Context: an optimization exercise on an open-source flow, tuned for small area. The choices shown serve that exercise and are no tape-out recipe.
Function was checked by simulation only, so behaviour that the tests miss may differ from the original.

Design minilab_top, start of the top module:
module minilab_top (
  input  logic        CLOCK_50,
  input  logic        KEY,
  input  logic [9:0]  SW,
  output logic        LEDR,
  output logic [6:0]  HEX0,
  output logic [6:0]  HEX1,
  output logic [6:0]  HEX2,
  output logic [6:0]  HEX3,
  output logic [6:0]  HEX4,
  output logic [6:0]  HEX5,
  output logic        mem_read,
  output logic [31:0] mem_address,
  input  logic [63:0] mem_readdata,
  input  logic        mem_readdatavalid,
  input  logic        mem_waitrequest
);
  localparam int RW = 19;
  logic       pass;       
  logic       is_b;       
  logic [2:0] row;        
  logic       req;        
  logic       wait_rsp;   
  logic [2:0] j;          
  logic       done;
  logic capture;
  assign capture = wait_rsp && mem_readdatavalid;
  always_ff @(posedge CLOCK_50 or negedge KEY) begin
    if (!KEY) begin
      pass     <= 1'b0;
      is_b     <= 1'b1;
      row      <= 3'd0;
      req      <= 1'b0;
      wait_rsp <= 1'b0;
      j        <= 3'd0;
      done     <= 1'b0;
    end else begin
      if (req && !mem_waitrequest) begin
        req      <= 1'b0;
        wait_rsp <= 1'b1;
      end
      if (capture) begin
        wait_rsp <= 1'b0;
        if (is_b) begin
          is_b <= 1'b0;
          req  <= 1'b1;
        end else begin
          j <= 3'd1;
        end
      end
      if (j != 3'd0) j <= j + 3'd1;
      if (j == 3'd7) begin
        row <= row + 3'd1;
        if (row == 3'd7) begin
          if (pass) begin
            done <= 1'b1;
          end else begin
            pass <= 1'b1;
            is_b <= 1'b1;
            req  <= 1'b1;
          end
        end else begin
          req <= 1'b1;
        end
      end
      if (!req && !wait_rsp && is_b && !pass && j == 3'd0) req <= 1'b1;
    end
  end
  assign mem_read    = req;
  assign mem_address = is_b ? 32'd0 : {28'd0, 1'b0, row} + 32'd1;
  assign LEDR        = done;
  logic [31:0] h;
  assign h = pass ? mem_readdata[31:0] : mem_readdata[63:32];
  logic [31:0] b_q;
  always_ff @(posedge CLOCK_50) begin
    if (capture && is_b) b_q <= h;
  end
  logic [3:0] a_q [7];
  always_ff @(posedge CLOCK_50) begin
    for (int m = 0; m < 6; m++) begin
      if (j == 3'd0) a_q[m] <= h[27-4*m -: 4];
      else           a_q[m] <= a_q[m+1];
    end
    a_q[6] <= h[3:0];
  end
  logic [3:0] op_a;
  logic [7:0] op_b;
  logic       hi;
  ...
==> flow/config.mk <==
export PLATFORM = sky130hd
export DESIGN_NAME = minilab_top
export DESIGN_NICKNAME = minilab_top
export VERILOG_FILES = /design/flow/design.v
export SDC_FILE = /design/flow/constraint.sdc
export NUM_CORES = 4
export LEC_CHECK = 0
export CAP_MARGIN = 20
export CORE_MARGIN = 2
export CORE_UTILIZATION = 40
export GPL_TIMING_DRIVEN = 0
export SLEW_MARGIN = 20
==> flow/constraint.sdc <==
create_clock -name core_clock -period 8.0 [get_ports {CLOCK_50}]
set_input_delay 1.6000 -clock core_clock [delete_from_list [all_inputs] [get_ports {CLOCK_50}]]
set_output_delay 1.6000 -clock core_clock [all_outputs]
set_load 0.01 [all_outputs]
standard.sh (not shown) runs the stock make flow with config.mk's settings and CLKGATE_MAP_FILE= SYNTH_SCRIPT=/design/flow/synth_recipe.tcl, a recipe that flattens the netlist after the stock synthesis.
==> flow/flow/run.sh <==
#!/bin/bash
# Layout flow: the standard flow (standard.sh) with these changes:
#  - synthesis maps logic with an area-oriented ABC script (flow/area.abc),
#    without ORFS's half/full-adder extraction, Kogge-Stone adder map or pass-through output
#    buffers (flow/my_synth.tcl); registers are mapped
#    exactly as in the standard synthesis;
#  - port buffers use the smallest buffer cell; one tie cell drives all
#    constant outputs;
#  - clock tree: clkbuf_8 leaf clusters, no dummy loads.
# Each tool's output goes to flow_run.log (make) and ORFS's own logs.
set -euo pipefail
HERE=$(pwd)
sed "s|SYNTH_SCRIPT=[^ ]*|SYNTH_SCRIPT=$HERE/flow/my_synth.tcl|" standard.sh > my_standard.sh
export BUFFER_PORTS_ARGS="-buffer_cell sky130_fd_sc_hd__buf_1"
export CTS_ARGS="-sink_clustering_enable -repair_clock_nets -dont_use_dummy_load -buf_list sky130_fd_sc_hd__clkbuf_8 -sink_clustering_size 16 -sink_clustering_max_diameter 60"
export MY_ABC_SCRIPT=$HERE/flow/area.abc
bash my_standard.sh SKIP_REPAIR_TIE_FANOUT=1 ADDER_MAP_FILE= SYNTH_OPERATIONS_ARGS=-noshare SYNTH_INSBUF=0 finish > flow_run.log 2>&1
==> flow/flow/area.abc <==
strash
&get -n
&fraig -x
&put
dc2
strash
dch -f
amap -m
==> flow/flow/my_synth.tcl <==
# synth_recipe.tcl with an area-oriented ABC mapping: the default yosys ABC
# script in place of ORFS's speed script. Everything else (front end,
# register mapping, flatten and renames) is the same as the standard flow's.
proc synth {args} { yosys synth -nofsm -noshare {*}$args }
proc abc {args} {
  set keep {}
  set i 0
  while {$i < [llength $args]} {
    set a [lindex $args $i]
    if {$a eq "-script" || $a eq "-constr" || $a eq "-D"} {
      incr i 2
      continue
    }
    lappend keep $a
    incr i
  }
  if {[info exists ::env(MY_ABC_D)] && $::env(MY_ABC_D) ne ""} {
    lappend keep -D $::env(MY_ABC_D)
  }
  if {[info exists ::env(MY_ABC_SCRIPT)] && $::env(MY_ABC_SCRIPT) ne ""} {
    lappend keep -script $::env(MY_ABC_SCRIPT)
  }
  yosys abc {*}$keep
}
source $::env(SCRIPTS_DIR)/synth.tcl
# left out here: clear keep_hierarchy, flatten, clean up, hide names made inside functions, write 1_2_yosys.v
The baseline finished with timing, DRC and antenna clean.
Rerun with:
--- a/flow/flow/run.sh
+++ b/flow/flow/run.sh
@@ -6,4 +6,3 @@
 #    exactly as in the standard synthesis;
-#  - port buffers use the smallest buffer cell; one tie cell drives all
-#    constant outputs;
+#  - port buffers use the smallest buffer cell;
 #  - clock tree: clkbuf_8 leaf clusters, no dummy loads.
@@ -16,2 +15,2 @@
 export MY_ABC_SCRIPT=$HERE/flow/area.abc
-bash my_standard.sh SKIP_REPAIR_TIE_FANOUT=1 ADDER_MAP_FILE= SYNTH_OPERATIONS_ARGS=-noshare SYNTH_INSBUF=0 finish > flow_run.log 2>&1
+bash my_standard.sh ADDER_MAP_FILE= SYNTH_OPERATIONS_ARGS=-noshare SYNTH_INSBUF=0 finish > flow_run.log 2>&1
What happened:
- cell area is about the same
- routed wire length stays flat
- worst setup slack is better by 0.22 ns
- via count rises by 1.5%
- count of clock-buffer cells in the layout falls by 1

## re-timing with driven ports
The flow's constraints put no driver on any port. The routed layouts listed below were extracted and timed again, unchanged, in two steps. Step 1 (the two cells are an assumption about what drives the block):
set clk [get_ports {CLOCK_50}]
set_driving_cell -lib_cell sky130_fd_sc_hd__clkbuf_16 $clk
set_driving_cell -lib_cell sky130_fd_sc_hd__buf_2 [delete_from_list [all_inputs] $clk]
Step 2 moves the port delays by t, midway between the first and last clock arrival at a register: inputs arrive t later, outputs are due t later. That takes back most of the time a late clock gives input paths. Three values: ideal ports, drivers, drivers and shift; two values: the first two.
run | shift t [ns] | setup WS [ns] | slew at the worst register clock pin (ns)
the first run | 0.549 | 0.655 / 0.674 / 0.125 | 0.10 / 0.10
the second run | 0.549 | 0.875 / 0.896 / 0.346 | 0.10 / 0.10
After both steps every run listed still meets setup and hold. The setup slack of the first run, which loses most, moves by +0.019 ns with the drivers and by -0.530 ns with both steps.
